From an optimization exercise on the open Yosys and OpenROAD flow, aimed at small area, a short achievable clock period and few clock cycles per item; shortcuts taken in it are not production practice.
At most, simulation tests tie the RTL to the original design; equivalence was not proved.
Only the layout flow was run in runs 1 to 4; the RTL was not checked for function there.
Power and IR drop assume default switching activity.

<file path="design/flow/config.mk">
export PLATFORM = sky130hd
export DESIGN_NAME = fetch_top
export DESIGN_NICKNAME = fetch_top
export VERILOG_FILES = /design/flow/design.v
export SDC_FILE = /design/flow/constraint.sdc
export NUM_CORES = 4
export LEC_CHECK = 0
export ABC_CLOCK_PERIOD_IN_PS = 3000
export CAP_MARGIN = 20
export CORE_MARGIN = 8
export CORE_UTILIZATION = 40
export CTS_BUF_LIST = sky130_fd_sc_hd__clkbuf_4 sky130_fd_sc_hd__clkbuf_8
export CTS_CLUSTER_SIZE = 30
export SETUP_SLACK_MARGIN = 3.0
export SLEW_MARGIN = 20
</file>
<file path="design/flow/constraint.sdc">
create_clock -name core_clock -period 6.0 [get_ports {clk_in}]
set_input_delay 1.2000 -clock core_clock [delete_from_list [all_inputs] [get_ports {clk_in}]]
set_output_delay 1.2000 -clock core_clock [all_outputs]
set_load 0.01 [all_outputs]
</file>
<file path="design/flow/design.v">
`timescale 1ns/100ps
`default_nettype none
module fetch_top (
    input  logic  clk_in,
    input  logic  br_reset,
    input  logic  stall,
    input  logic  redirect_valid,
    input  logic [31:0] redirect_pc,
    output logic  out_valid,
    output logic [31:0] out_ins,
    output logic [31:0] out_pc,
    output logic [31:0] out_pred_pc,
    input  logic  upd_valid,
    input  logic [31:0] upd_pc,
    input  logic  upd_taken,
    output logic  mem_req,
    output logic [31:0] mem_addr,
    input  logic  mem_ack,
    input  logic [31:0] mem_data
);
    localparam logic [6:0] OP_JAL    = 7'b1101111;
    localparam logic [6:0] OP_BRANCH = 7'b1100011;
    logic [1:0]  ctr_q [16];
    logic [31:2] addr_q;      
    logic [31:2] np_q;        
    logic        stale_q;     
    logic        discard;
    logic        deliver;
    logic [31:2] next_pc;
    assign mem_addr    = {addr_q, 2'b00};
    assign out_pc      = {addr_q, 2'b00};
    assign out_pred_pc = {np_q, 2'b00};
    assign discard = mem_req && mem_ack && (stale_q || redirect_valid);
    assign deliver = mem_req && mem_ack && !stale_q && !redirect_valid && !stall;
    logic        is_jal, is_br, taken;
    logic [29:0] off;
    logic [29:0] tgt_pc;
    logic [29:0] seq_pc;
    assign is_jal = (mem_data[6:0] == OP_JAL);
    assign is_br  = (mem_data[6:0] == OP_BRANCH);
    assign taken  = is_jal || (is_br && ctr_q[addr_q[5:2]][1]);
    assign off    = mem_data[2]
                  ? {{12{mem_data[31]}}, mem_data[19:12], mem_data[20], mem_data[30:22]}
                  : {{20{mem_data[31]}}, mem_data[7], mem_data[30:25], mem_data[11:9]};
    assign tgt_pc = addr_q + off;
    assign seq_pc = addr_q + 30'd1;
    assign next_pc = ({30{taken}} & tgt_pc) | ({30{!taken}} & seq_pc);
    always_ff @(posedge clk_in) begin
        if (br_reset) begin
            mem_req   <= 1'b0;
            out_valid <= 1'b0;
            stale_q   <= 1'b0;
            np_q      <= '0;
        end else begin
            out_valid <= deliver;
            if (!mem_req) begin
                mem_req <= 1'b1;
                stale_q <= 1'b0;
                addr_q  <= redirect_valid ? redirect_pc[31:2] : np_q;
            end else begin
                if (redirect_valid) begin
                    np_q    <= redirect_pc[31:2];
                    stale_q <= 1'b1;
                end
                if (discard) begin
                    mem_req <= 1'b0;
                end
                if (deliver) begin
                    mem_req <= 1'b0;
                    np_q    <= next_pc;
                end
            end
        end
    end
    always_ff @(posedge clk_in) begin
        out_ins <= mem_data;
    end
    always_ff @(posedge clk_in) begin
        if (br_reset) begin
            for (int i = 0; i < 16; i++) begin
                ctr_q[i] <= 2'b01;
            end
        end else if (upd_valid) begin
            if (upd_taken) begin
                if (ctr_q[upd_pc[5:2]] != 2'b11) begin
                    ctr_q[upd_pc[5:2]] <= ctr_q[upd_pc[5:2]] + 2'b01;
                end
            end else begin
                if (ctr_q[upd_pc[5:2]] != 2'b00) begin
                    ctr_q[upd_pc[5:2]] <= ctr_q[upd_pc[5:2]] - 2'b01;
                end
            end
        end
    end
endmodule
`default_nettype wire
</file>
<file path="design/flow/flow/run.sh">
#!/bin/bash
# The standard layout, with the ports buffered by the smallest buffer
# instead of the flow's default pick; repair still resizes them as needed.
set -euo pipefail
export BUFFER_PORTS_ARGS="-buffer_cell sky130_fd_sc_hd__buf_1"
bash standard.sh > standard.log 2>&1
</file>
<file path="design/flow/standard.sh">
#!/bin/bash
# synth_recipe.tcl (not shown) runs the flow's synth.tcl, then flattens the netlist and writes it again
# the make line also repeats each setting of config.mk as NAME=value (left out here)
make -C /OpenROAD-flow-scripts/flow DESIGN_CONFIG=/design/flow/config.mk WORK_HOME=/design/flow/orfs CLKGATE_MAP_FILE= SYNTH_SCRIPT=/design/flow/synth_recipe.tcl "${@:-finish}"
</file>
==> results of run 1 <==
==> worst max-delay path, cell delays in order <==
cell	delay [ns]
sky130_fd_sc_hd__buf_8	0.10
sky130_fd_sc_hd__buf_12	0.11
sky130_fd_sc_hd__buf_12	0.13
sky130_fd_sc_hd__mux2_4	0.31
sky130_fd_sc_hd__fa_2	0.37
sky130_fd_sc_hd__a21o_1	0.19
sky130_fd_sc_hd__nand4_1	0.15
sky130_fd_sc_hd__a31oi_4	0.13
sky130_fd_sc_hd__o31ai_4	0.21
sky130_fd_sc_hd__o211ai_1	0.23
sky130_fd_sc_hd__a31oi_2	0.30
sky130_fd_sc_hd__xnor2_1	0.14
sky130_fd_sc_hd__o21ai_1	0.08
sky130_fd_sc_hd__a211oi_1	0.21
==> worst paths after layout <==
kind	from	end
worst min-delay path	np_q[12]$_SDFFE_PP0P_	np_q[12]$_SDFFE_PP0P_
worst min register to register	np_q[12]$_SDFFE_PP0P_	np_q[12]$_SDFFE_PP0P_
worst max-delay path	mem_data[2]	np_q[26]$_SDFFE_PP0P_
worst max register to register	addr_q[2]$_DFFE_PP_	np_q[26]$_SDFFE_PP0P_
==> synthesized netlist by cell type, drive strengths merged (5+ instances only) <==
master | instances | area (um2)
a21oi | 47 | 235.2
ha | 30 | 375.4
and3 | 11 | 68.82
buf | 41 | 299.0
o211ai | 16 | 120.1
a211oi | 8 | 65.06
or2 | 5 | 31.28
edfxtp | 62 | 1862
xor2 | 24 | 210.2
o21ai | 55 | 275.3
mux2i | 7 | 70.07
dfxtp | 69 | 1381
a31oi | 15 | 93.84
nand3 | 20 | 100.1
clkbuf | 30 | 112.6
nand2b | 10 | 72.57
a21o | 15 | 112.6
nor2 | 72 | 270.3
mux2 | 33 | 371.6
nand4 | 16 | 100.1
mux4 | 14 | 315.3
o22ai | 5 | 31.28
and2 | 7 | 43.79
inv | 12 | 45.04
nand2 | 90 | 347.8
nor3 | 5 | 25.02
xnor2 | 24 | 210.2
a311oi | 12 | 105.1
nor2b | 6 | 37.54
==> metal layers <==
| metal | global-route usage [%] | share of wire [%] |
|---|---|---|
| met1 | 24.28 | 43 |
| met2 | 32.69 | 49 |
| met3 | 4.743 | 6.2 |
| met4 | 6.206 | 1.5 |
| met5 | 0 | 0 |
==> metrics by stage <==
stage | instance area [um2] | hold slack (ns) | power [mW] | worst slack [ns] | utilization (%)
global route | 10170 | 0.5327 | 2.549 | 2.422 | 52.94
detailed placement | 8752 | 0.4920 | 1.543 | 1.430 | 45.57
CTS | 9950 | 0.5038 | 2.420 | 2.453 | 51.80
finish | 10170 | 0.4955 | 2.427 | 2.476 | 52.94
global placement | 8752 | 0.4882 | 1.540 | 1.425 | 45.57
floorplan | 8049 | 0.4847 | 1.415 | 2.355 | -
==> state kept, by name, indices dropped and copies added, names as in the netlist, named ones only <==
register   count
ctr_q         32
out_ins       32
addr_q        30
np_q          30
mem_req        1
out_valid      1
stale_q        1
==> placed cells by master, fill, tap and decap left out, types with 6 or more instances in the layout <==
cell type	Yosys	routed
sky130_fd_sc_hd__a211oi_1	7	6
sky130_fd_sc_hd__a21o_1	15	15
sky130_fd_sc_hd__a21oi_1	47	38
sky130_fd_sc_hd__a21oi_2	0	7
sky130_fd_sc_hd__a311oi_1	12	12
sky130_fd_sc_hd__a31oi_1	15	10
sky130_fd_sc_hd__and3_1	11	10
sky130_fd_sc_hd__buf_1	1	191
sky130_fd_sc_hd__buf_4	38	32
sky130_fd_sc_hd__buf_6	0	21
sky130_fd_sc_hd__clkbuf_8	0	18
sky130_fd_sc_hd__conb_1	1	6
sky130_fd_sc_hd__dfxtp_1	69	68
sky130_fd_sc_hd__edfxtp_1	62	62
sky130_fd_sc_hd__ha_1	30	19
sky130_fd_sc_hd__ha_4	0	11
sky130_fd_sc_hd__inv_1	12	12
sky130_fd_sc_hd__mux2_2	33	29
sky130_fd_sc_hd__mux2i_1	7	6
sky130_fd_sc_hd__mux4_2	14	14
sky130_fd_sc_hd__nand2_1	88	74
sky130_fd_sc_hd__nand2_2	1	9
sky130_fd_sc_hd__nand2b_1	8	7
sky130_fd_sc_hd__nand3_1	20	14
sky130_fd_sc_hd__nand3_2	0	6
sky130_fd_sc_hd__nand4_1	16	16
sky130_fd_sc_hd__nor2_1	72	61
sky130_fd_sc_hd__nor2_2	0	9
sky130_fd_sc_hd__nor2b_1	6	6
sky130_fd_sc_hd__o211ai_1	16	16
sky130_fd_sc_hd__o21ai_0	36	28
sky130_fd_sc_hd__o21ai_1	19	6
sky130_fd_sc_hd__o21ai_4	0	16
sky130_fd_sc_hd__xnor2_1	24	22
sky130_fd_sc_hd__xor2_1	24	23
==> cells by family (layout without fill, tap and decap cells) <==
| group | count (synthesis) | after routing | share of synthesized area [%] |
|---|---|---|---|
| compound gates | 195 | 195 | 15.83 |
| xor+xnor | 48 | 48 | 5.443 |
| fa+ha+maj | 31 | 31 | 5.119 |
| buf+inv | 83 | 296 | 5.913 |
| flops | 131 | 131 | 41.99 |
| mux | 54 | 54 | 9.801 |
| other cells | 1 | 6 | 0.04855 |
| simple gates | 258 | 258 | 15.86 |
==> repair_timing <==
| item | 4_1_cts | 5_1_grt |
|---|---|---|
| pin swaps | 43 | 52 |
| buffers inserted | 34 | 8 |
| endpoints found under the setup margin | 90 | 89 |
| resized for setup | 105 | 39 |
| gates cloned | 2 | 0 |
==> report_power, final <==
| part | leakage (nW) | internal, mW | total [mW] | switching, mW |
|---|---|---|---|---|
| logic | 2.32 | 0.272 | 0.597 | 0.325 |
| registers | 1.14 | 0.989 | 1.04 | 0.0504 |
| clock network | 0.203 | 0.430 | 0.789 | 0.359 |
| total | 3.67 | 1.69 | 2.43 | 0.735 |
==> final cells by class <==
type | count | area (um2) | area share, %
well taps | 265 | 331.6 | 3.261
multi-input cells | 592 | 4818 | 47.39
repair buffers | 252 | 1324 | 13.02
clock inverters | 11 | 135.1 | 1.329
inverters | 12 | 45.04 | 0.4430
clock buffers | 21 | 270.3 | 2.658
flip-flops and latches | 131 | 3244 | 31.91
==> key figures, run 1 <==
Route
  • Detailed Route WL: 23590 um
  • Wire length per cell: 18.38 um
  • 1st-iter DRT viols: 389
  • Number of iterations in the first detailed-routing pass: 5
  • Antenna Nets Post-Route: 0
  • Routed via count: 6787
  • Post-route DRC violation count: 0
  • Number of vias per cell after detailed routing: 5.286

Worst setup path
  • CP startpoint kind: input pin
  • Critical Path End Type: flip-flop
  • Path depth of the worst reg2reg path: 11
  • Category of the most critical setup path: input pin to flip-flop
  • Reg2reg setup slack: 3.08 ns
  • Worst endpoint data arrival time: 3.89 ns
  • Required @ worst endpoint: 6.37 ns
  • Max Fanout on Critical Path: 4

CTS
  • Root buf cell: sky130_fd_sc_hd__clkbuf_8
  • TritonCTS clock tree: built
  • Level count of the clock H-tree: 4
  • Clk sink count: 131
  • Hold-fix buffers at CTS: 0
  • Maximum buffer depth of the clock tree: 2
  • Insertion delay to the later sink of the worst-skew pair: 0.45 ns
  • Clock-pin slew on the worst setup and hold paths: 0.08 ns
  • TritonCTS Buffers: 17

Yosys
  • Count of distinct cell types in the synthesized netlist: 62
  • Sequential-to-total area share from yosys stat: 41.99%
  • Main flop type after synthesis: sky130_fd_sc_hd__dfxtp_1
  • Async set-reset flop share out of synthesis: 0%
  • Number of enable flip-flop cells after synthesis: 62
  • Synthesized netlist cell count: 801
  • Warnings, synthesis: 1
  • Synth Area per Inst: 9.643 um2
  • Netlist Area Pre-Place: 7724 um2
  • #FFs+latches synth: 131

STA
  • Fin. max-slew vios: 0
  • Unrepaired setup endpoints after global routing: true
  • Count of endpoints failing hold in the final timing report: 0
  • Slew at the pin with the worst max-slew slack: 0.7188 ns
  • Timing-limited maximum frequency: 0.2838 GHz
  • Worst rel slew slack: 51.96%
  • Final setup violation count: 0
  • Post-route clock period utilization: 58.73%
  • Fin Clk Skew: 0.01655 ns
  • Accumulated negative setup slack: 0 ns
  • Crit path time final: 3.524 ns

Global route
  • Global-route usage over all layers: 19.51%
  • Number of global-route vias before repair: 6861
  • Number of antenna violations at the first check in global routing: 0
  • Maximum number of pins on one net before global-route repair: 55
  • Overflow left after global routing: 0
  • Wire length of the first global-routing pass: 37270 um

Floorplanning
  • Core Box Area: 19210 um2
  • FP Rows: 51
  • Area of the die: 24010 um2
  • Effective utilization at floorplan: 40.21%
  • Ports: 233
  • Die extent in y: 155.0 um
  • Die span in x: 155.0 um

Min path
  • Class of the tightest hold or removal check: flip-flop to flip-flop
  • Hold-critical path depth: 2

Flow run
  • Maxcap violations: 0

Finish
  • Area growth, synth to finish: 31.65%
  • Share of layout cells above drive strength 1: 24.34%
  • Fill cells: 1750
  • Filler-free cell count of the finished design: 1284
  • NumNets Final: 1140
  • Antenna cells: 0

Power
  • Max IR drop VDD: 0.1354 mV
  • Cell area power density: 238.6 nW/um2
  • Leakage: 3.672 nW

Place
  • GPL Wtd Cong: 0.8742
  • Placed wire-length estimate after detailed placement: 16610 um
  • DP Cell Count: 1208
  • # port buffers: 196

Status
  • Outcome: timing/DRC/antenna clean
==> inputs of run 2 (changes only) <==
--- a/design/flow/design.v
+++ b/design/flow/design.v
@@ -34,15 +34,21 @@
     assign deliver = mem_req && mem_ack && !stale_q && !redirect_valid && !stall;
     logic        is_jal, is_br, taken;
-    logic [29:0] off;
+    logic [18:0] t_lo;
+    logic        t_c;
+    logic [10:0] hi_inc, hi_dec, t_hi;
+    logic [29:0] seq_pc;
     logic [29:0] tgt_pc;
-    logic [29:0] seq_pc;
+    logic        up, down;
     assign is_jal = (mem_data[6:0] == OP_JAL);
     assign is_br  = (mem_data[6:0] == OP_BRANCH);
     assign taken  = is_jal || (is_br && ctr_q[addr_q[5:2]][1]);
-    assign off    = mem_data[2]
-                  ? {{12{mem_data[31]}}, mem_data[19:12], mem_data[20], mem_data[30:22]}
-                  : {{20{mem_data[31]}}, mem_data[7], mem_data[30:25], mem_data[11:9]};
-    assign tgt_pc = addr_q + off;
-    assign seq_pc = addr_q + 30'd1;
+    tgt_add tgt_add_i (.a(addr_q[20:2]), .ins(mem_data), .s(t_lo), .co(t_c));
+    incdec #(.N(11)) hi_id (.x(addr_q[31:21]), .inc(hi_inc), .dec(hi_dec));
+    inc #(.N(30)) seq_i (.x(addr_q[31:2]), .y(seq_pc));
+    assign up   = t_c && !mem_data[31];
+    assign down = !t_c && mem_data[31];
+    assign t_hi = ({11{up}} & hi_inc) | ({11{down}} & hi_dec)
+                | ({11{!up && !down}} & addr_q[31:21]);
+    assign tgt_pc  = {t_hi, t_lo};
     assign next_pc = ({30{taken}} & tgt_pc) | ({30{!taken}} & seq_pc);
     always_ff @(posedge clk_in) begin
@@ -76,21 +82,76 @@
         out_ins <= mem_data;
     end
-    always_ff @(posedge clk_in) begin
-        if (br_reset) begin
-            for (int i = 0; i < 16; i++) begin
+    for (genvar i = 0; i < 16; i++) begin : ctr_
+        logic [1:0] c;
+        logic [1:0] c_next;
+        assign c = ctr_q[i];
+        assign c_next = upd_taken ? {c[1] | c[0], c[1] | !c[0]}
+                                  : {c[1] & c[0], c[1] & !c[0]};
+        always_ff @(posedge clk_in) begin
+            if (br_reset) begin
                 ctr_q[i] <= 2'b01;
-            end
-        end else if (upd_valid) begin
-            if (upd_taken) begin
-                if (ctr_q[upd_pc[5:2]] != 2'b11) begin
-                    ctr_q[upd_pc[5:2]] <= ctr_q[upd_pc[5:2]] + 2'b01;
-                end
-            end else begin
-                if (ctr_q[upd_pc[5:2]] != 2'b00) begin
-                    ctr_q[upd_pc[5:2]] <= ctr_q[upd_pc[5:2]] - 2'b01;
-                end
+            end else if (upd_valid && upd_pc[5:2] == i) begin
+                ctr_q[i] <= c_next;
             end
         end
     end
 endmodule
+module tgt_add (
+    input  logic [18:0] a,
+    input  logic [31:0] ins,
+    output logic [18:0] s,
+    output logic        co
+);
+    logic [18:0] b;
+    assign b = ins[2] ? {ins[31], ins[19:12], ins[20], ins[30:22]}
+                      : {{9{ins[31]}}, ins[7], ins[30:25], ins[11:9]};
+    ks_add #(.N(19)) add_i (.a(a), .b(b), .s(s), .co(co));
+endmodule
+module ks_add #(
+    parameter int N = 8
+) (
+    input  logic [N-1:0] a,
+    input  logic [N-1:0] b,
+    output logic [N-1:0] s,
+    output logic         co
+);
+    localparam int L = $clog2(N);
+    logic [N-1:0] g [L+1];
+    logic [N-1:0] p [L+1];
+    logic [N-1:0] x;
+    assign x    = a ^ b;
+    assign g[0] = a & b;
+    assign p[0] = x;
+    for (genvar l = 0; l < L; l++) begin : lvl
+        for (genvar i = 0; i < N; i++) begin : bit_
+            if (i >= (1 << l)) begin : comb
+                assign g[l+1][i] = g[l][i] | (p[l][i] & g[l][i-(1<<l)]);
+                assign p[l+1][i] = p[l][i] & p[l][i-(1<<l)];
+            end else begin : pass
+                assign g[l+1][i] = g[l][i];
+                assign p[l+1][i] = p[l][i];
+            end
+        end
+    end
+    assign s  = x ^ {g[L][N-2:0], 1'b0};
+    assign co = g[L][N-1];
+endmodule
+module incdec #(
+    parameter int N = 8
+) (
+    input  logic [N-1:0] x,
+    output logic [N-1:0] inc,
+    output logic [N-1:0] dec
+);
+    assign inc = x + 1'b1;
+    assign dec = x - 1'b1;
+endmodule
+module inc #(
+    parameter int N = 8
+) (
+    input  logic [N-1:0] x,
+    output logic [N-1:0] y
+);
+    assign y = x + 1'b1;
+endmodule
 `default_nettype wire
--- a/design/flow/config.mk
+++ b/design/flow/config.mk
@@ -14,2 +14,4 @@
 export SETUP_SLACK_MARGIN = 3.0
 export SLEW_MARGIN = 20
+export SYNTH_HIERARCHICAL = 1
+export SYNTH_MINIMUM_KEEP_SIZE = 0
==> run 2 against run 1 <==
- register-to-register slack worse by 0.18 ns
- critical endpoint is now np_q[30]$_SDFFE_PP0P_
- still clean on timing, DRC and antenna
- power down 4.0%
- sequential share of layout area down 1.7 points
- combinational power down 14%
- worst setup slack better by 0.032 ns
- critical path type unchanged
- utilization down 5.8 points
- largest cell class unchanged
- sequential power about the same
==> key figures, run 2 <==
Status
  • Outcome: timing/DRC/antenna clean

Worst setup path
  • Critical path, cell by cell: buf_12, mux2_4, ha_4, a211oi_4, o211ai_2, a31oi_4, o31ai_4, a311o_1, buf_4, ha_4, a222oi_1, o311ai_1
  • Slowest library cell on the worst path: sky130_fd_sc_hd__a222oi_1
  • Path depth of the worst reg2reg path: 10 (-1)
  • Buffers & Inverters on Critical Path: 2 (-1)
  • Crit-path leading delay family: compound AO/OA/AOI/OAI gates
  • Max Fanout on Critical Path: 11 (+7)
  • Category of the most critical setup path: input pin to flip-flop
  • Largest incremental delay on the critical path: 0.37 ns (about the same)
  • Worst endpoint data arrival time: 3.81 ns (-0.08 ns)
  • Reg-to-Reg End: np_q[30]$_SDFFE_PP0P_
  • Critical Path End Type: flip-flop
  • CP startpoint kind: input pin
  • Beginning of the worst register-to-register path: addr_q[5]$_DFFE_PP_
  • Cell seen most often among critical-path stages: sky130_fd_sc_hd__ha_4
  • Reg2reg setup slack: 2.90 ns (-0.18 ns)
  • Required @ worst endpoint: 6.32 ns (-0.05 ns)

Finish
  • Most frequent cells in the layout: 192 x sky130_fd_sc_hd__buf_1, 97 x sky130_fd_sc_hd__dfxtp_1, 54 x sky130_fd_sc_hd__nand2_1, 47 x sky130_fd_sc_hd__nand4_1, 45 x sky130_fd_sc_hd__nor2_1
  • Largest regs: ctr_q (32), out_ins (32)
  • Finished Cell Area: 9418 um2 (-7.4%)
  • Share of layout cells above drive strength 1: 17.39% (-7.0 points)
  • Most common cell after layout, fill and taps aside: sky130_fd_sc_hd__buf_1
  • Area growth, synth to finish: 17.02%
  • Filler-free cell count of the finished design: 1288 (+0.31%)
  • Fill cells: 1950 (+11%)
  • NumNets Final: 1134 (-0.53%)
  • Final Util: 47.15% (-5.8 points)
  • Antenna cells: 0 (unchanged)

Place
  • Placed wire-length estimate after detailed placement: 16550 um (-0.39%)
  • DP Cell Count: 1240 (+2.6%)
  • # port buffers: 196 (unchanged)
  • GPL Wtd Cong: 0.8576 (-1.9%)
  • Post-placement cell area: 8757 um2 (about the same)

Floorplanning
  • Die extent in y: 157.8 um (+1.9%)
  • Die span in x: 157.8 um (+1.9%)
  • FP Rows: 52 (+2.0%)
  • Ports: 233 (unchanged)
  • Effective utilization at floorplan: 40.29% (+0.078 points)
  • Area of the die: 24910 um2 (+3.8%)
  • Core Box Area: 19970 um2 (+4.0%)

Route
  • Post-route DRC violation count: 0 (unchanged)
  • Number of vias per cell after detailed routing: 5.738 (+8.5%)
  • Antenna Nets Post-Route: 0 (unchanged)
  • Number of iterations in the first detailed-routing pass: 7 (+2)
  • 1st-iter DRT viols: 674 (+73%)
  • Routed via count: 7390 (+8.9%)
  • Wire length per cell: 19.36 um (+5.4%)
  • Detailed Route WL: 24940 um (+5.7%)

Yosys
  • Dominant cell by count in the synthesized netlist: sky130_fd_sc_hd__dfxtp_1
  • Post-synth top cells: 97 x sky130_fd_sc_hd__dfxtp_1, 56 x sky130_fd_sc_hd__nand2_1, 48 x sky130_fd_sc_hd__nor2_1, 47 x sky130_fd_sc_hd__nand4_1, 43 x sky130_fd_sc_hd__a21oi_1
  • Synth Area per Inst: 9.513 um2 (-1.3%)
  • Synthesized netlist cell count: 846 (+5.6%)
  • Main area contributors after synthesis: sky130_fd_sc_hd__dfxtp_1 24%, sky130_fd_sc_hd__edfxtp_1 11%, sky130_fd_sc_hd__mux2_2 4.9%
  • Number of enable flip-flop cells after synthesis: 30 (-52%)
  • Sequential-to-total area share from yosys stat: 35.32% (-6.7 points)
  • #FFs+latches synth: 127 (-3.1%)
  • Netlist Area Pre-Place: 8048 um2 (+4.2%)
  • Async set-reset flop share out of synthesis: 0% (unchanged)
  • Main flop type after synthesis: sky130_fd_sc_hd__dfxtp_1
  • Warnings, synthesis: 11 (+10)
  • Fraction of post-synthesis cell area in the top cell type by area: 24.13% (+0.024 points)
  • Cell type contributing the most total cell area after synthesis: sky130_fd_sc_hd__dfxtp_1
  • Count of distinct cell types in the synthesized netlist: 73 (+18%)

Min path
  • Hold-critical path depth: 2 (unchanged)
  • Class of the tightest hold or removal check: flip-flop to flip-flop
  • Worst Hold Launch: ctr_q[3][0]$_SDFFE_PP1P_
  • Hold EP: ctr_q[3][1]$_SDFFE_PP0P_

CTS
  • Clock-pin slew on the worst setup and hold paths: 0.08 ns (about the same)
  • Root buf cell: sky130_fd_sc_hd__clkbuf_8
  • Hold-fix buffers at CTS: 0 (unchanged)
  • Maximum buffer depth of the clock tree: 2 (unchanged)
  • TritonCTS clock tree: built
  • Clk sink count: 127 (-3.1%)
  • TritonCTS Buffers: 17 (unchanged)
  • Level count of the clock H-tree: 4 (unchanged)
  • Insertion delay to the later sink of the worst-skew pair: 0.45 ns (about the same)

Global route
  • Global-route usage over all layers: 19.92% (+0.41 points)
  • Global-route met3 utilization: 4.122% (-0.62 points)
  • Overflow left after global routing: 0 (unchanged)
  • Number of antenna violations at the first check in global routing: 0 (unchanged)
  • Number of global-route vias before repair: 7467 (+8.8%)
  • Global-route met2 utilization: 32.11% (-0.58 points)
  • Met1 layer usage reported by global route: 25.92% (+1.6 points)
  • Most Crowded Layer GR: met2
  • Maximum number of pins on one net before global-route repair: 65 (+18%)
  • Wire length of the first global-routing pass: 39450 um (+5.9%)

STA
  • Count of endpoints failing hold in the final timing report: 0 (unchanged)
  • Final setup violation count: 0 (unchanged)
  • Worst rel slew slack: 36.01% (-16 points)
  • Fin Clk Skew: 0.01042 ns (-0.006124 ns)
  • Timing-limited maximum frequency: 0.2864 GHz (+0.92%)
  • Fin. max-slew vios: 0 (unchanged)
  • Unrepaired setup endpoints after global routing: true
  • Post-route clock period utilization: 58.19% (-0.54 points)
  • Slew at the pin with the worst max-slew slack: 0.9599 ns (+0.2411 ns)
  • Accumulated negative setup slack: 0 ns (unchanged)
  • Crit path time final: 3.491 ns (-0.03227 ns)

Power
  • Max IR drop VDD: 0.1339 mV (-1.1%)
  • Leakage: 3.376 nW (-8.1%)
  • Cell area power density: 247.3 nW/um2 (+3.6%)

Flow run
  • Maxcap violations: 0 (unchanged)
==> run 2: cell types whose count changed after synthesis, sizes merged, moves of 23 or more <==
cell and change:
o21ai -25, nor2 -23, a222oi +37, dfxtp +28, edfxtp -32, nand2 -24
nand4 +32
==> run 2: worst max path at each step <==
stage                      startpoint               endpoint  slack, ns  depth (start not counted)
final                     mem_data[2]  np_q[30]$_SDFFE_PP0P_       2.51                         12
after global routing      mem_data[2]  np_q[30]$_SDFFE_PP0P_       2.42                         12
after CTS                 mem_data[2]  np_q[26]$_SDFFE_PP0P_       2.48                         13
after detailed placement  mem_data[2]  np_q[30]$_SDFFE_PP0P_       1.15                         11
after global placement    mem_data[2]  np_q[30]$_SDFFE_PP0P_       1.16                         11
after floorplan           mem_data[2]  np_q[30]$_SDFFE_PP0P_       2.18                         12
==> run 2: worst register-to-register path: stages, from the launching register on <==
cell                       delay, ns
sky130_fd_sc_hd__edfxtp_1       0.63
sky130_fd_sc_hd__ha_1           0.49
sky130_fd_sc_hd__o211ai_2       0.12
sky130_fd_sc_hd__o211ai_2       0.26
sky130_fd_sc_hd__a31oi_4        0.13
sky130_fd_sc_hd__o31ai_4        0.21
sky130_fd_sc_hd__a311o_1        0.27
sky130_fd_sc_hd__buf_4          0.14
sky130_fd_sc_hd__ha_4           0.23
sky130_fd_sc_hd__a222oi_1       0.37
sky130_fd_sc_hd__o311ai_1       0.12
==> run 2: area by class of cell <==
| class | count | area (um2) | share of cell area, % |
|---|---|---|---|
| inverter | 16 | 60.06 | 0.6377 |
| sequential | 127 | 2843 | 30.18 |
| timing repair buffer | 222 | 962.2 | 10.22 |
| clock buffer | 21 | 276.5 | 2.936 |
| clock inverter | 10 | 137.6 | 1.461 |
| multi-input combinational | 622 | 4801 | 50.98 |
| tap | 270 | 337.8 | 3.587 |
==> run 2: modules after synthesis (local to each module, per instance), excerpt <==
module,times used,flops+latches,cells,cell area (um2)
tgt_add,1,0,13,183.9
fetch_top,1,127,569,5952
==> run 2: logic make-up after synthesis <==
kind of cell	Yosys count	share of synthesized area (%)
compound gates	214	20.63
xor+xnor	61	6.639
fa+ha+maj	25	3.980
buf+inv	103	7.447
flops	127	35.32
mux	49	7.276
other cells	1	0.04660
simple gates	266	18.66
==> run 2: timing repair <==
| item | CTS | global route |
|---|---|---|
| endpoints found under the setup margin | 30 | 30 |
| gates cloned | 1 | 0 |
| gates resized for setup | 24 | 10 |
| pin swaps | 6 | 20 |
| endpoints found under the hold margin | 0 | 0 |
| buffers inserted | 3 | 13 |
==> run 2: power by group <==
group	leakage, nW	internal (mW)	switching, mW
Sequential	1.09	0.938	0.0738
Combinational	2.08	0.221	0.292
Clock	0.208	0.439	0.365
Total	3.38	1.60	0.731
==> run 2: through the flow <==
step	power [mW]	hold slack [ns]	setup WS, ns
6_report	2.329	0.4734	2.509
5_1_grt	2.443	0.5056	2.416
4_1_cts	2.333	0.4776	2.482
3_5_place_dp	1.511	0.4665	1.153
3_3_place_gp	1.507	0.4623	1.162
2_1_floorplan	1.383	0.4462	2.183
==> run 2: layer usage <==
metal	vias up	wire, um	part of all wire [%]
li1	3506	-	-
met1	3559	11350	45
met2	293	11590	46
met3	32	1575	6.3
met4	0	424	1.7
met5	-	0	0
==> inputs of run 3 (changes only) <==
--- a/design/flow/design.v
+++ b/design/flow/design.v
@@ -27,5 +27,4 @@
     logic        discard;
     logic        deliver;
-    logic [31:2] next_pc;
     assign mem_addr    = {addr_q, 2'b00};
     assign out_pc      = {addr_q, 2'b00};
@@ -36,8 +35,6 @@
     logic [18:0] t_lo;
     logic        t_c;
-    logic [10:0] hi_inc, hi_dec, t_hi;
+    logic [10:0] hi_inc, hi_dec;
     logic [29:0] seq_pc;
-    logic [29:0] tgt_pc;
-    logic        up, down;
     assign is_jal = (mem_data[6:0] == OP_JAL);
     assign is_br  = (mem_data[6:0] == OP_BRANCH);
@@ -46,10 +43,27 @@
     incdec #(.N(11)) hi_id (.x(addr_q[31:21]), .inc(hi_inc), .dec(hi_dec));
     inc #(.N(30)) seq_i (.x(addr_q[31:2]), .y(seq_pc));
-    assign up   = t_c && !mem_data[31];
-    assign down = !t_c && mem_data[31];
-    assign t_hi = ({11{up}} & hi_inc) | ({11{down}} & hi_dec)
-                | ({11{!up && !down}} & addr_q[31:21]);
-    assign tgt_pc  = {t_hi, t_lo};
-    assign next_pc = ({30{taken}} & tgt_pc) | ({30{!taken}} & seq_pc);
+    logic [29:0] np_hold;     
+    logic        take;        
+    logic [10:0] hi_c1, hi_c0;
+    logic [10:0] np_hi_c1, np_hi_c0;
+    logic [29:0] np_d;
+    always_comb begin
+        if (br_reset) begin
+            np_hold = '0;
+        end else if (mem_req && redirect_valid) begin
+            np_hold = redirect_pc[31:2];
+        end else if (deliver) begin
+            np_hold = seq_pc;
+        end else begin
+            np_hold = np_q;
+        end
+    end
+    assign take  = deliver && taken && !br_reset;
+    assign hi_c1 = mem_data[31] ? addr_q[31:21] : hi_inc;
+    assign hi_c0 = mem_data[31] ? hi_dec : addr_q[31:21];
+    assign np_hi_c1 = take ? hi_c1 : np_hold[29:19];
+    assign np_hi_c0 = take ? hi_c0 : np_hold[29:19];
+    sel2 #(.N(19)) lo_sel (.s(take), .a(t_lo), .b(np_hold[18:0]), .y(np_d[18:0]));
+    sel2 #(.N(11)) hi_sel (.s(t_c), .a(np_hi_c1), .b(np_hi_c0), .y(np_d[29:19]));
     always_ff @(posedge clk_in) begin
         if (br_reset) begin
@@ -57,5 +71,4 @@
             out_valid <= 1'b0;
             stale_q   <= 1'b0;
-            np_q      <= '0;
         end else begin
             out_valid <= deliver;
@@ -66,5 +79,4 @@
             end else begin
                 if (redirect_valid) begin
-                    np_q    <= redirect_pc[31:2];
                     stale_q <= 1'b1;
                 end
@@ -74,8 +86,10 @@
                 if (deliver) begin
                     mem_req <= 1'b0;
-                    np_q    <= next_pc;
                 end
             end
         end
+    end
+    always_ff @(posedge clk_in) begin
+        np_q <= np_d;
     end
     always_ff @(posedge clk_in) begin
@@ -155,3 +169,13 @@
     assign y = x + 1'b1;
 endmodule
+module sel2 #(
+    parameter int N = 8
+) (
+    input  logic         s,
+    input  logic [N-1:0] a,
+    input  logic [N-1:0] b,
+    output logic [N-1:0] y
+);
+    assign y = s ? a : b;
+endmodule
 `default_nettype wire
==> run 3 against run 2 <==
- worst hold slack improved by 0.035 ns
- power rose by 11%
- register-to-register slack improved by 0.29 ns
- sequential cell count did not move
- final cell count rose by 8.4%
- worst setup slack improved by 0.45 ns
- utilization rose by 1.7 points
- critical path depth fell by 2
- sequential power rose by 5%
- still clean on timing, DRC and antenna
- via count rose by 3.9%
- global-route usage fell by 0.85 points
==> key figures, run 3 <==
STA
  • Accumulated negative setup slack: 0 ns (unchanged)
  • Post-route clock period utilization: 50.76% (-7.4 points)
  • Count of endpoints failing hold in the final timing report: 0 (unchanged)
  • Setup slack of the critical path after layout: 2.954 ns (+0.4457 ns)
  • Worst rel slew slack: 31.69% (-4.3 points)
  • Unrepaired setup endpoints after global routing: true
  • Final setup violation count: 0 (unchanged)
  • Crit path time final: 3.046 ns (-0.4457 ns)
  • Fin. max-slew vios: 0 (unchanged)
  • Fin Clk Skew: 0.01344 ns (+0.003022 ns)
  • Slew at the pin with the worst max-slew slack: 1.022 ns (+0.06233 ns)
  • Timing-limited maximum frequency: 0.3283 GHz (+15%)

Yosys
  • Simple-gate share of the synthesized area: 17.07% (-1.6 points)
  • Warnings, synthesis: 11 (unchanged)
  • Main combinational cell family by area after synthesis: compound AO/OA/AOI/OAI gates
  • #FFs+latches synth: 127 (unchanged)
  • Post-synth top cells: 97 x sky130_fd_sc_hd__dfxtp_1, 86 x sky130_fd_sc_hd__nor2_1, 74 x sky130_fd_sc_hd__nand2_1, 68 x sky130_fd_sc_hd__o21ai_0, 47 x sky130_fd_sc_hd__a21oi_1
  • Synth Area per Inst: 9.077 um2 (-4.6%)
  • Main area contributors after synthesis: sky130_fd_sc_hd__dfxtp_1 23%, sky130_fd_sc_hd__edfxtp_1 11%, sky130_fd_sc_hd__mux2_2 5.7%
  • Post-synthesis mux area share: 14.61% (+7.3 points)
  • Adder-Cell Fraction of Synth Area: 3.491% (-0.49 points)
  • Async set-reset flop share out of synthesis: 0% (unchanged)
  • Complex-gate fraction of the synthesized area: 17.10% (-3.5 points)
  • Dominant cell by count in the synthesized netlist: sky130_fd_sc_hd__dfxtp_1
  • Count of distinct cell types in the synthesized netlist: 74 (+1.4%)
  • Sequential-to-total area share from yosys stat: 33.60% (-1.7 points)
  • Main flop type after synthesis: sky130_fd_sc_hd__dfxtp_1
  • Synthesized netlist cell count: 932 (+10%)
  • Xor/xnor cell area share of the yosys netlist: 6.316% (-0.32 points)
  • Cell type contributing the most total cell area after synthesis: sky130_fd_sc_hd__dfxtp_1
  • Fraction of post-synthesis cell area in the top cell type by area: 22.96% (-1.2 points)
  • Netlist Area Pre-Place: 8459 um2 (+5.1%)
  • Number of enable flip-flop cells after synthesis: 30 (unchanged)

Finish
  • Most frequent cells in the layout: 191 x sky130_fd_sc_hd__buf_1, 97 x sky130_fd_sc_hd__dfxtp_1, 83 x sky130_fd_sc_hd__nor2_1, 71 x sky130_fd_sc_hd__nand2_1, 65 x sky130_fd_sc_hd__o21ai_0
  • Area growth, synth to finish: 20.68%
  • Antenna cells: 0 (unchanged)
  • Largest regs: ctr_q (32), out_ins (32)
  • Share of layout cells above drive strength 1: 19.54% (+2.1 points)
  • Most common cell after layout, fill and taps aside: sky130_fd_sc_hd__buf_1
  • NumNets Final: 1234 (+8.8%)

Route
  • Met1 wire length: 11240 um (-0.99%)
  • Number of iterations in the first detailed-routing pass: 7 (unchanged)
  • Wire length per cell: 18.37 um (-5.2%)
  • 1st-iter DRT viols: 472 (-30%)
  • Uppermost layer routed: met4
  • Met3 WL post-DR: 2116 um (+34%)
  • Post-route DRC violation count: 0 (unchanged)
  • Antenna Nets Post-Route: 0 (unchanged)
  • Detailed route wirelength on metal2: 11840 um (+2.1%)
  • Detailed Route WL: 25640 um (+2.8%)
  • Routed via count: 7677 (+3.9%)
  • Number of vias per cell after detailed routing: 5.499 (-4.2%)

Place
  • GPL Wtd Cong: 0.8271 (-3.6%)
  • # port buffers: 196 (unchanged)
  • Pre-CTS worst setup slack: 1.246 ns (+0.09273 ns)
  • Placed wire-length estimate after detailed placement: 17070 um (+3.1%)

Min path
  • Class of the tightest hold or removal check: flip-flop to flip-flop
  • Hold-critical path depth: 2 (unchanged)
  • Worst Hold Launch: ctr_q[11][1]$_SDFFE_PP0P_
  • Hold EP: ctr_q[11][1]$_SDFFE_PP0P_

CTS
  • Clk sink count: 127 (unchanged)
  • Hold-fix buffers at CTS: 0 (unchanged)
  • Root buf cell: sky130_fd_sc_hd__clkbuf_8
  • Insertion delay to the later sink of the worst-skew pair: 0.46 ns (about the same)
  • Maximum buffer depth of the clock tree: 2 (unchanged)
  • Clock-pin slew on the worst setup and hold paths: 0.09 ns (about the same)
  • TritonCTS Buffers: 17 (unchanged)
  • Level count of the clock H-tree: 4 (unchanged)
  • TritonCTS clock tree: built

Worst setup path
  • Required @ worst endpoint: 6.34 ns (+0.02 ns)
  • Reg-to-Reg End: np_q[29]$_DFF_P_
  • Category of the most critical setup path: input pin to flip-flop
  • Reg2reg setup slack: 3.19 ns (+0.29 ns)
  • Path depth of the worst reg2reg path: 7 (-3)
  • Beginning of the worst register-to-register path: addr_q[2]$_DFFE_PP_
  • Worst endpoint data arrival time: 3.39 ns (-0.42 ns)
  • CP startpoint kind: input pin
  • Critical Path End Type: flip-flop
  • Max Fanout on Critical Path: 7 (-4)

Status
  • Outcome: timing/DRC/antenna clean

Global route
  • Overflow left after global routing: 0 (unchanged)
  • Maximum number of pins on one net before global-route repair: 65 (unchanged)
  • Number of global-route vias before repair: 7413 (-0.72%)
  • Global-route usage over all layers: 19.06% (-0.85 points)
  • Number of antenna violations at the first check in global routing: 0 (unchanged)
  • Wire length of the first global-routing pass: 40280 um (+2.1%)

Power
  • Cell area power density: 253.7 nW/um2 (+2.6%)
  • Max IR drop VDD: 0.1369 mV (+2.3%)
  • Leakage: 3.789 nW (+12%)

Flow run
  • Maxcap violations: 0 (unchanged)

Floorplanning
  • Die extent in y: 161.4 um (+2.3%)
  • Ports: 233 (unchanged)
  • FP Rows: 53 (+1.9%)
  • Core Box Area: 20890 um2 (+4.6%)
  • Effective utilization at floorplan: 40.50% (+0.21 points)
  • Area of the die: 26060 um2 (+4.6%)
  • Die span in x: 161.4 um (+2.3%)
## run 3: changes by cell type after synthesis, moves of 20 or more
| cell | before | now |
|---|---|---|
| sky130_fd_sc_hd__a222oi_1 | 37 | 0 |
| sky130_fd_sc_hd__nor2_1 | 48 | 86 |
| sky130_fd_sc_hd__mux2i_1 | 3 | 23 |
| sky130_fd_sc_hd__o21ai_0 | 29 | 68 |
| sky130_fd_sc_hd__nand4_1 | 47 | 17 |
| sky130_fd_sc_hd__mux2_4 | 10 | 30 |
## run 3: worst max-delay path by stage
stage,start,end
after detailed placement,mem_data[2],np_q[29]$_DFF_P_
after global routing,mem_data[2],np_q[30]$_DFF_P_
final,mem_data[2],np_q[30]$_DFF_P_
after CTS,mem_data[2],np_q[30]$_DFF_P_
after floorplan,mem_data[2],np_q[21]$_DFF_P_
after global placement,mem_data[2],np_q[29]$_DFF_P_
## run 3: metrics by stage
step                utilization [%]  total power [mW]  instance area, um2  hold slack (ns)  std cells
floorplan                         -             1.531                8628           0.4609        937
global placement              43.94             1.679                9178           0.4838       1325
detailed placement            43.94             1.688                9178           0.4915       1325
CTS                           48.10             2.592               10050           0.5053       1380
global route                  48.87             2.726               10210           0.5295       1396
finish                        48.87             2.590               10210           0.5080       1396
## run 3: area by class of cell
type	count	area, um2
multi-input combinational	705	5340
fill	1987	10680
tap	275	344.1
timing repair buffer	243	1179
sequential	127	2843
clock buffer	17	234.0
clock inverter	15	207.7
inverter	14	61.31
## run 3: critical path, cell delays in order
cell                       delay [ns]
sky130_fd_sc_hd__buf_16          0.14
sky130_fd_sc_hd__buf_8           0.14
sky130_fd_sc_hd__mux2_4          0.31
sky130_fd_sc_hd__ha_4            0.30
sky130_fd_sc_hd__nand2_2         0.07
sky130_fd_sc_hd__a211oi_2        0.18
sky130_fd_sc_hd__a21oi_2         0.12
sky130_fd_sc_hd__o221ai_4        0.24
sky130_fd_sc_hd__a41o_4          0.36
sky130_fd_sc_hd__mux2_4          0.32
## run 3: metal layers
| layer | GRT usage (%) | vias up |
|---|---|---|
| met5 | 0 | - |
| met4 | 5.976 | 0 |
| met3 | 5.370 | 38 |
| met2 | 30.42 | 272 |
| met1 | 24.49 | 3622 |
| li1 | - | 3745 |
## run 3: power breakdown
| group | switching (mW) | total [mW] | internal (mW) | leakage [nW] |
|---|---|---|---|---|
| Sequential | 0.0990 | 1.06 | 0.963 | 1.09 |
| Combinational | 0.357 | 0.673 | 0.316 | 2.48 |
| Clock | 0.396 | 0.856 | 0.460 | 0.218 |
| Total | 0.852 | 2.59 | 1.74 | 3.79 |
## run 3: kinds of logic after synthesis
group / count (synthesis)
multiplexers: 99
XOR/XNOR: 61
AND/OR/NAND/NOR: 284
other: 1
AO/OA/AOI/OAI: 230
adder cells (fa/ha/maj): 23
buffers and inverters: 107
flip-flops: 127
## run 3: timing repair
| item | 4_1_cts | 5_1_grt |
|---|---|---|
| setup buffers | 20 | 16 |
| gates cloned | 3 | 0 |
| setup endpoints to repair | 30 | 23 |
| pin swaps | 12 | 14 |
| gates resized for setup | 42 | 8 |
## run 3: per-module statistics from Yosys, one instance, submodules excluded, a selection
module | cells inside | cell area (um2)
fetch_top | 624 | 5929
tgt_add | 13 | 183.9
==> inputs of run 4 (changes only) <==
--- a/design/flow/config.mk
+++ b/design/flow/config.mk
@@ -12,5 +12,5 @@
 export CTS_BUF_LIST = sky130_fd_sc_hd__clkbuf_4 sky130_fd_sc_hd__clkbuf_8
 export CTS_CLUSTER_SIZE = 30
-export SETUP_SLACK_MARGIN = 3.0
+export SETUP_SLACK_MARGIN = 2.7
 export SLEW_MARGIN = 20
 export SYNTH_HIERARCHICAL = 1
==> run 4 against run 3 <==
- still clean
- final cell count fell by 1.9%
- clock power fell by 3.5%
- die area did not move
- largest cell class unchanged
- largest power group unchanged
==> key figures, run 4 <==
Yosys
  • Synthesized netlist cell count: 932 (unchanged)
  • Netlist Area Pre-Place: 8459 um2 (unchanged)
  • Async set-reset flop share out of synthesis: 0% (unchanged)
  • #FFs+latches synth: 127 (unchanged)
  • Main combinational cell family by area after synthesis: compound AO/OA/AOI/OAI gates
  • Synth Area per Inst: 9.077 um2 (unchanged)
  • Dominant cell by count in the synthesized netlist: sky130_fd_sc_hd__dfxtp_1
  • Post-synth top cells: 97 x sky130_fd_sc_hd__dfxtp_1, 86 x sky130_fd_sc_hd__nor2_1, 74 x sky130_fd_sc_hd__nand2_1, 68 x sky130_fd_sc_hd__o21ai_0, 47 x sky130_fd_sc_hd__a21oi_1
  • Sequential-to-total area share from yosys stat: 33.60% (unchanged)
  • Complex-gate fraction of the synthesized area: 17.10% (unchanged)
  • Post-synthesis mux area share: 14.61% (unchanged)
  • Count of distinct cell types in the synthesized netlist: 74 (unchanged)
  • Main area contributors after synthesis: sky130_fd_sc_hd__dfxtp_1 23%, sky130_fd_sc_hd__edfxtp_1 11%, sky130_fd_sc_hd__mux2_2 5.7%
  • Number of enable flip-flop cells after synthesis: 30 (unchanged)
  • Simple-gate share of the synthesized area: 17.07% (unchanged)
  • Warnings, synthesis: 11 (unchanged)
  • Main flop type after synthesis: sky130_fd_sc_hd__dfxtp_1
  • Xor/xnor cell area share of the yosys netlist: 6.316% (unchanged)
  • Adder-Cell Fraction of Synth Area: 3.491% (unchanged)
  • Cell type contributing the most total cell area after synthesis: sky130_fd_sc_hd__dfxtp_1
  • Fraction of post-synthesis cell area in the top cell type by area: 22.96% (unchanged)

Finish
  • Filler-free cell count of the finished design: 1369 (-1.9%)
  • Total area of multi-input combinational cells: 5270 um2 (-1.3%)
  • Fill cells: 2094 (+5.4%)
  • Most frequent cells in the layout: 191 x sky130_fd_sc_hd__buf_1, 97 x sky130_fd_sc_hd__dfxtp_1, 83 x sky130_fd_sc_hd__nor2_1, 72 x sky130_fd_sc_hd__nand2_1, 67 x sky130_fd_sc_hd__o21ai_0
  • Area growth, synth to finish: 16.39%
  • Antenna cells: 0 (unchanged)
  • NumNets Final: 1207 (-2.2%)
  • Share of layout cells above drive strength 1: 16.73% (-2.8 points)
  • Most common cell after layout, fill and taps aside: sky130_fd_sc_hd__buf_1
  • Largest regs: ctr_q (32), out_ins (32)
  • Sequential cell area: 2843 um2 (unchanged)

STA
  • Post-route clock period utilization: 54.08% (+3.3 points)
  • Fin Clk Skew: 0.01254 ns (-0.0009025 ns)
  • Accumulated negative setup slack: 0 ns (unchanged)
  • Fin. max-slew vios: 0 (unchanged)
  • Slew at the pin with the worst max-slew slack: 1.088 ns (+0.06574 ns)
  • Timing-limited maximum frequency: 0.3082 GHz (-6.1%)
  • Count of endpoints failing hold in the final timing report: 0 (unchanged)
  • Crit path time final: 3.245 ns (+0.1995 ns)
  • Unrepaired setup endpoints after global routing: false
  • Final setup violation count: 0 (unchanged)
  • Worst rel slew slack: 27.47% (-4.2 points)

CTS
  • Level count of the clock H-tree: 4 (unchanged)
  • Insertion delay to the later sink of the worst-skew pair: 0.45 ns (about the same)
  • TritonCTS clock tree: built
  • Clock-pin slew on the worst setup and hold paths: 0.08 ns (about the same)
  • Root buf cell: sky130_fd_sc_hd__clkbuf_8
  • TritonCTS Buffers: 17 (unchanged)
  • Maximum buffer depth of the clock tree: 2 (unchanged)
  • Clk sink count: 127 (unchanged)

Power
  • Max IR drop VDD: 0.1313 mV (-4.1%)
  • Fraction of power consumed by the clock network: 32.7% (-0.3 points)
  • Sw Ratio: 32.22% (-0.66 points)
  • Cell area power density: 257.0 nW/um2 (+1.3%)
  • Flop pwr share: 42.0% (+1.0 points)
  • Part of the power in combinational logic: 25.4% (-0.6 points)
  • Leakage: 3.633 nW (-4.1%)
  • Internal power summed over all cells: 1.715 mW (-1.3%)
  • Net load switching power: 0.8155 mW (-4.3%)

Status
  • Outcome: timing/DRC/antenna clean

Place
  • Placed wire-length estimate after detailed placement: 17300 um (+1.4%)
  • GPL Wtd Cong: 0.8619 (+4.2%)
  • DP Cell Count: 1327 (+0.15%)
  • # port buffers: 196 (unchanged)

Worst setup path
  • CP startpoint kind: input pin
  • Crit-path leading delay family: compound AO/OA/AOI/OAI gates
  • Cell seen most often among critical-path stages: sky130_fd_sc_hd__buf_4
  • Category of the most critical setup path: input pin to flip-flop
  • Slowest library cell on the worst path: sky130_fd_sc_hd__fa_2
  • Required @ worst endpoint: 6.40 ns (+0.06 ns)
  • Buffers & Inverters on Critical Path: 3 (+1)
  • Largest incremental delay on the critical path: 0.34 ns (-0.02 ns)
  • Worst endpoint data arrival time: 3.65 ns (+0.26 ns)
  • Critical Path End Type: flip-flop
  • Critical path, cell by cell: buf_4, buf_4, mux2_4, ha_2, inv_1, fa_2, nand2b_4, a21oi_4, nor2_4, o21a_1, o211a_1, a211oi_2, mux2_2
  • Max Fanout on Critical Path: 4 (-3)

Route
  • Post-route DRC violation count: 0 (unchanged)
  • Number of vias per cell after detailed routing: 5.481 (-0.34%)
  • 1st-iter DRT viols: 423 (-10%)
  • Antenna Nets Post-Route: 0 (unchanged)
  • Wire length per cell: 18.84 um (+2.6%)
  • Number of iterations in the first detailed-routing pass: 6 (-1)
  • Routed via count: 7503 (-2.3%)
  • Detailed Route WL: 25790 um (+0.58%)

Global route
  • Wire length of the first global-routing pass: 39730 um (-1.4%)
  • Global-route usage over all layers: 18.95% (-0.12 points)
  • Number of antenna violations at the first check in global routing: 0 (unchanged)
  • Maximum number of pins on one net before global-route repair: 65 (unchanged)
  • Overflow left after global routing: 0 (unchanged)
  • Number of global-route vias before repair: 7362 (-0.69%)

Floorplanning
  • Core Box Area: 20890 um2 (unchanged)
  • FP Rows: 53 (unchanged)
  • Die span in x: 161.4 um (unchanged)
  • Ports: 233 (unchanged)
  • Area of the die: 26060 um2 (unchanged)
  • Effective utilization at floorplan: 40.50% (unchanged)
  • Die extent in y: 161.4 um (unchanged)

Min path
  • Class of the tightest hold or removal check: flip-flop to flip-flop

Flow run
  • Maxcap violations: 0 (unchanged)
==> run 4: cell counts after synthesis <==
Identical to the previous run, type by type.
==> run 4: logic make-up after synthesis <==
kind of cell,Yosys count
AO/OA/AOI/OAI,230
adder cells (fa/ha/maj),23
flip-flops,127
AND/OR/NAND/NOR,284
other,1
multiplexers,99
buffers and inverters,107
XOR/XNOR,61
==> run 4: repair_timing <==
item                                    4_1_cts  5_1_grt
endpoints found under the hold margin         0        0
cloned                                        1        1
hold buffers                                  0        0
endpoints found under the setup margin       30       30
buffers inserted                              4        4
pin swaps                                     4        7
resized for setup                            15       27
==> run 4: path summary, 6_finish.rpt <==
| path | cells after the start | slack [ns] | end | startpoint |
|---|---|---|---|---|
| max | 13 | 2.75 | np_q[20]$_DFF_P_ | mem_data[2] |
| min | 2 | 0.50 | ctr_q[15][1]$_SDFFE_PP0P_ | ctr_q[15][0]$_SDFFE_PP1P_ |
| max reg2reg | 9 | 3.02 | np_q[21]$_DFF_P_ | addr_q[4]$_DFFE_PP_ |
| min reg2reg | 2 | 0.50 | ctr_q[15][1]$_SDFFE_PP0P_ | ctr_q[15][0]$_SDFFE_PP1P_ |
==> run 4: per-module statistics from Yosys, one instance, submodules excluded, excerpt <==
module	cell area [um2]	times used
fetch_top	5929	1
tgt_add	183.9	1
==> run 4: final cells by class <==
| cell class | instances | area share [%] |
|---|---|---|
| Sequential cell | 127 | 28.87 |
| Tap cell | 275 | 3.495 |
| Inverter | 14 | 0.6100 |
| Clock buffer | 22 | 3.012 |
| Clock inverter | 10 | 1.334 |
| Multi-Input combinational cell | 705 | 53.53 |
| Timing Repair Buffer | 216 | 9.150 |
==> run 4: per-layer routing <==
metal	vias up	wire length, um	global-route usage, %	share of wire [%]
met4	0	407	5.724	1.6
met5	-	0	0	0
met3	29	1615	4.149	6.3
li1	3674	-	-	-
met1	3570	11900	24.26	46
met2	230	11860	31.32	46
==> run 4: worst min-delay path, delay by kind of cell, from the launching register on <==
| kind | cells | cell delay, ns |
|---|---|---|
| AO/OA/AOI/OAI | 1 | 0.05 |
| AND/OR/NAND/NOR | 1 | 0.07 |
| flip-flops | 1 | 0.34 |
==> run 4: per-stage QoR <==
stage | hold slack (ns) | area, um2 | power (mW) | util (%) | setup WS (ns)
4_1_cts | 0.5019 | 9672 | 2.528 | 46.30 | 2.703
5_1_grt | 0.5253 | 9846 | 2.657 | 47.13 | 2.708
6_report | 0.4995 | 9846 | 2.531 | 47.13 | 2.755
2_1_floorplan | 0.4609 | 8554 | 1.524 | - | 2.693
3_5_place_dp | 0.4936 | 9135 | 1.680 | 43.73 | 1.421
3_3_place_gp | 0.4858 | 9135 | 1.674 | 43.73 | 1.454
==> run 4: power by group through the flow <==
| stage | Combinational, mW | Sequential (mW) | Clock [mW] |
|---|---|---|---|
| CTS | 0.618 | 1.06 | 0.847 |
| finish | 0.643 | 1.06 | 0.826 |
| global placement | 0.592 | 1.08 | 0 |
| detailed placement | 0.597 | 1.08 | 0 |
| global route | 0.703 | 1.08 | 0.878 |
| floorplan | 0.444 | 1.08 | 0 |
==> inputs of run 5 (changes only) <==
--- a/design/flow/design.v
+++ b/design/flow/design.v
@@ -130,5 +130,5 @@
     output logic         co
 );
-    localparam int L = $clog2(N);
+    localparam int L = (N > 16) ? 5 : (N > 8) ? 4 : (N > 4) ? 3 : (N > 2) ? 2 : 1;
     logic [N-1:0] g [L+1];
     logic [N-1:0] p [L+1];
--- a/design/flow/config.mk
+++ b/design/flow/config.mk
@@ -9,8 +9,8 @@
 export CAP_MARGIN = 20
 export CORE_MARGIN = 8
-export CORE_UTILIZATION = 40
+export CORE_UTILIZATION = 65
 export CTS_BUF_LIST = sky130_fd_sc_hd__clkbuf_4 sky130_fd_sc_hd__clkbuf_8
 export CTS_CLUSTER_SIZE = 30
-export SETUP_SLACK_MARGIN = 2.7
+export SETUP_SLACK_MARGIN = 3.0
 export SLEW_MARGIN = 20
 export SYNTH_HIERARCHICAL = 1
==> run 5 against run 4 <==
- clock power increased by 7.4%
- fmax is 2.6% higher
- design area rose by 2.3%
- largest power group unchanged
- sequential cell count stayed put
- via count rose by 4.7%
- area after synthesis did not move
==> key figures, run 5 <==
Route
  • Detailed Route WL: 25160 um (-2.4%)
  • Number of vias per cell after detailed routing: 6.132 (+12%)
  • Number of iterations in the first detailed-routing pass: 6 (unchanged)
  • Routed via count: 7855 (+4.7%)
  • Antenna Nets Post-Route: 0 (unchanged)
  • Wire length per cell: 19.64 um (+4.3%)
  • 1st-iter DRT viols: 844 (+100%)
  • Post-route DRC violation count: 0 (unchanged)

Yosys
  • Dominant cell by count in the synthesized netlist: sky130_fd_sc_hd__dfxtp_1
  • Main flop type after synthesis: sky130_fd_sc_hd__dfxtp_1
  • Count of distinct cell types in the synthesized netlist: 74 (unchanged)
  • Sequential-to-total area share from yosys stat: 33.60% (unchanged)
  • #FFs+latches synth: 127 (unchanged)
  • Fraction of post-synthesis cell area in the top cell type by area: 22.96% (unchanged)
  • Synth Area per Inst: 9.077 um2 (unchanged)
  • Cell type contributing the most total cell area after synthesis: sky130_fd_sc_hd__dfxtp_1
  • Netlist Area Pre-Place: 8459 um2 (unchanged)
  • Post-synth top cells: 97 x sky130_fd_sc_hd__dfxtp_1, 86 x sky130_fd_sc_hd__nor2_1, 74 x sky130_fd_sc_hd__nand2_1, 68 x sky130_fd_sc_hd__o21ai_0, 47 x sky130_fd_sc_hd__a21oi_1
  • Async set-reset flop share out of synthesis: 0% (unchanged)
  • Warnings, synthesis: 11 (unchanged)
  • Main area contributors after synthesis: sky130_fd_sc_hd__dfxtp_1 23%, sky130_fd_sc_hd__edfxtp_1 11%, sky130_fd_sc_hd__mux2_2 5.7%
  • Number of enable flip-flop cells after synthesis: 30 (unchanged)
  • Synthesized netlist cell count: 932 (unchanged)

Global route
  • Wire length of the first global-routing pass: 38470 um (-3.2%)
  • Overflow left after global routing: 0 (unchanged)
  • Number of antenna violations at the first check in global routing: 0 (unchanged)
  • Number of global-route vias before repair: 7473 (+1.5%)
  • Maximum number of pins on one net before global-route repair: 65 (unchanged)
  • Global-route usage over all layers: 28.88% (+9.9 points)

Power
  • Flop pwr share: 40.3% (-1.7 points)
  • Fraction of power consumed by the clock network: 33.6% (+0.9 points)
  • Total chip power: 2.642 mW (+4.4%)
  • Internal power summed over all cells: 1.813 mW (+5.7%)
  • Cell area power density: 262.4 nW/um2 (+2.1%)
  • Net load switching power: 0.8296 mW (+1.7%)
  • Max IR drop VDD: 0.3390 mV (+160%)
  • Leakage: 3.760 nW (+3.5%)
  • Part of the power in combinational logic: 26.1% (+0.7 points)
  • Sw Ratio: 31.40% (-0.83 points)

Finish
  • NumNets Final: 1222 (+1.2%)
  • Most common cell after layout, fill and taps aside: sky130_fd_sc_hd__buf_1
  • Fill cells: 912 (-56%)
  • Antenna cells: 0 (unchanged)
  • Share of layout cells above drive strength 1: 19.30% (+2.6 points)
  • Area growth, synth to finish: 19.05%
  • Most frequent cells in the layout: 191 x sky130_fd_sc_hd__buf_1, 97 x sky130_fd_sc_hd__dfxtp_1, 82 x sky130_fd_sc_hd__nor2_1, 71 x sky130_fd_sc_hd__nand2_1, 65 x sky130_fd_sc_hd__o21ai_0
  • Largest regs: ctr_q (32), out_ins (32)

Worst setup path
  • Cell seen most often among critical-path stages: sky130_fd_sc_hd__mux2_4
  • CP startpoint kind: input pin
  • Max Fanout on Critical Path: 6 (+2)
  • Worst endpoint data arrival time: 3.50 ns (-0.15 ns)
  • Slowest library cell on the worst path: sky130_fd_sc_hd__a41o_4
  • Required @ worst endpoint: 6.34 ns (-0.06 ns)
  • Critical Path End Type: flip-flop
  • Critical path, cell by cell: buf_8, buf_12, mux2_4, ha_4, nand3_2, o211ai_1, a21oi_2, o221ai_4, a41o_4, mux2_4
  • Largest incremental delay on the critical path: 0.36 ns (+0.02 ns)
  • Reg2reg setup slack: 3.03 ns (about the same)
  • Category of the most critical setup path: input pin to flip-flop

STA
  • Crit path time final: 3.161 ns (-0.08361 ns)
  • Post-route clock period utilization: 52.69% (-1.4 points)
  • Unrepaired setup endpoints after global routing: true
  • Fin Clk Skew: 0.009938 ns (-0.002603 ns)
  • Count of endpoints failing hold in the final timing report: 0 (unchanged)
  • Slew at the pin with the worst max-slew slack: 1.066 ns (-0.02194 ns)
  • Setup slack of the critical path after layout: 2.839 ns (+0.08361 ns)
  • Final setup violation count: 0 (unchanged)
  • Timing-limited maximum frequency: 0.3163 GHz (+2.6%)
  • Fin. max-slew vios: 0 (unchanged)
  • Worst rel slew slack: 28.93% (+1.5 points)
  • Accumulated negative setup slack: 0 ns (unchanged)

Floorplanning
  • Ports: 233 (unchanged)
  • Effective utilization at floorplan: 66.76% (+26 points)
  • Die span in x: 130.1 um (-19%)
  • FP Rows: 41 (-23%)
  • Die extent in y: 130.1 um (-19%)
  • Core Box Area: 12670 um2 (-39%)
  • Area of the die: 16920 um2 (-35%)

Place
  • Placed wire-length estimate after detailed placement: 15670 um (-9.4%)
  • # port buffers: 196 (unchanged)
  • Pre-CTS worst setup slack: 1.553 ns (+0.1318 ns)
  • GPL Wtd Cong: 0.8421 (-2.3%)

CTS
  • Root buf cell: sky130_fd_sc_hd__clkbuf_8
  • Clk sink count: 127 (unchanged)
  • Clock-pin slew on the worst setup and hold paths: 0.08 ns (about the same)
  • Level count of the clock H-tree: 4 (unchanged)
  • TritonCTS Buffers: 17 (unchanged)
  • Maximum buffer depth of the clock tree: 2 (unchanged)
  • Hold-fix buffers at CTS: 0 (unchanged)
  • TritonCTS clock tree: built
  • Insertion delay to the later sink of the worst-skew pair: 0.45 ns (about the same)

Status
  • Outcome: timing/DRC/antenna clean

Min path
  • Class of the tightest hold or removal check: flip-flop to flip-flop

Flow run
  • Maxcap violations: 0 (unchanged)
run 5: cell counts after synthesis:
No cell type changed its count.
run 5: logic make-up (layout without fill, tap and decap cells):
logic type,after synthesis,count (layout),share of synthesized area (%)
AOI/OAI and AO/OA,230,232,17.10
xor gates and xnor gates,61,61,6.316
adders and majority gates,23,23,3.491
buffers and inverters,107,277,7.765
DFF,127,127,33.60
muxes,99,99,14.61
other,1,6,0.04433
and+or+nand+nor,284,284,17.07
run 5: power groups by stage:
stage / Sequential (mW) / Combinational (mW) / Clock (mW)
finish: 1.06 / 0.690 / 0.887
global route: 1.08 / 0.743 / 0.934
CTS: 1.06 / 0.659 / 0.894
detailed placement: 1.08 / 0.597 / 0
global placement: 1.08 / 0.588 / 0
floorplan: 1.08 / 0.451 / 0
run 5: metal layers:
metal  GRT usage (%)  part of all wire (%)  routed length, um
met1           35.05                    41              10200
met3           7.018                   8.4               2104
met5               0                     0                  0
met4           12.09                   3.0                752
met2           48.02                    48              12100
run 5: per-module statistics from Yosys (local to each module, per instance), a selection:
module | copies in the design | cells
tgt_add | 1 | 13
fetch_top | 1 | 624
run 5: area by class of cell:
class | count | area [um2] | share of cell area (%)
multi-input combinational | 705 | 5386 | 53.48
inverter | 14 | 61.31 | 0.6088
clock inverter | 12 | 203.9 | 2.025
tap | 172 | 215.2 | 2.137
timing repair buffer | 231 | 1086 | 10.78
sequential | 127 | 2843 | 28.23
clock buffer | 20 | 275.3 | 2.733
run 5: worst paths after layout:
path | cells past startpoint | endpoint | start
min | 2 | ctr_q[10][1]$_SDFFE_PP0P_ | ctr_q[10][0]$_SDFFE_PP1P_
max | 10 | np_q[31]$_DFF_P_ | mem_data[2]
max reg2reg | 11 | np_q[28]$_DFF_P_ | addr_q[2]$_DFFE_PP_
min reg2reg | 2 | ctr_q[10][1]$_SDFFE_PP0P_ | ctr_q[10][0]$_SDFFE_PP1P_
run 5: critical path: cells and delay by family:
kind	cells	cell delay (ns)
and+or+nand+nor	1	0.08
adders and majority gates	1	0.28
buffers and inverters	2	0.25
AOI/OAI and AO/OA	4	1.05
muxes	2	0.63
run 5: what timing repair did:
action / in CTS / in global routing
pin swaps: 23 / 16
endpoints found under the setup margin: 30 / 28
buffers inserted: 19 / 5
gates resized for setup: 42 / 17
cloned: 3 / 0
run 5: metrics by stage:
stage / std cells / hold slack [ns] / util [%] / instance area [um2]
after floorplan: 937 / 0.4609 / - / 8628
after global placement: 1222 / 0.4856 / 71.41 / 9049
after detailed placement: 1222 / 0.4918 / 71.41 / 9049
after CTS: 1276 / 0.5035 / 78.53 / 9951
after global routing: 1281 / 0.5251 / 79.48 / 10070
final: 1281 / 0.5026 / 79.48 / 10070
Testbench counts of run 5, summed over its fixed seeds: cycles 50,559, items 14,446.

[what the ideal ports hide]
In the flow no input, the clock included, has a driving cell. The finished layouts below were timed again as built, in two steps.
Step 1: set_driving_cell puts a clkbuf_16 on clk_in and a buf_2 on each other input, an assumption about the parent block.
Step 2 adds t to the input delays and takes it off the output delays; t is the mean of the earliest and latest rising clock arrival at the registers after step 1. Input paths then give back, and output paths get back, about the clock's delay inside the block.
Slacks: ideal ports / drivers / drivers and shift; pairs: ideal ports / drivers.
run | shift t [ns] | setup WS [ns] | worst register clock-pin slew, ns
run 1 | 0.485 | 2.476 / 2.471 / 1.986 | 0.08 / 0.08
run 2 | 0.484 | 2.509 / 2.460 / 1.976 | 0.08 / 0.08
run 3 | 0.494 | 2.954 / 2.900 / 2.406 | 0.09 / 0.09
run 4 | 0.490 | 2.755 / 2.769 / 2.279 | 0.08 / 0.08
run 5 | 0.481 | 2.839 / 2.834 / 2.353 | 0.08 / 0.08
After both steps setup and hold are still met in every run listed. For run 3, which loses most, drivers alone change the setup slack by -0.054 ns; drivers and shift together by -0.548 ns.
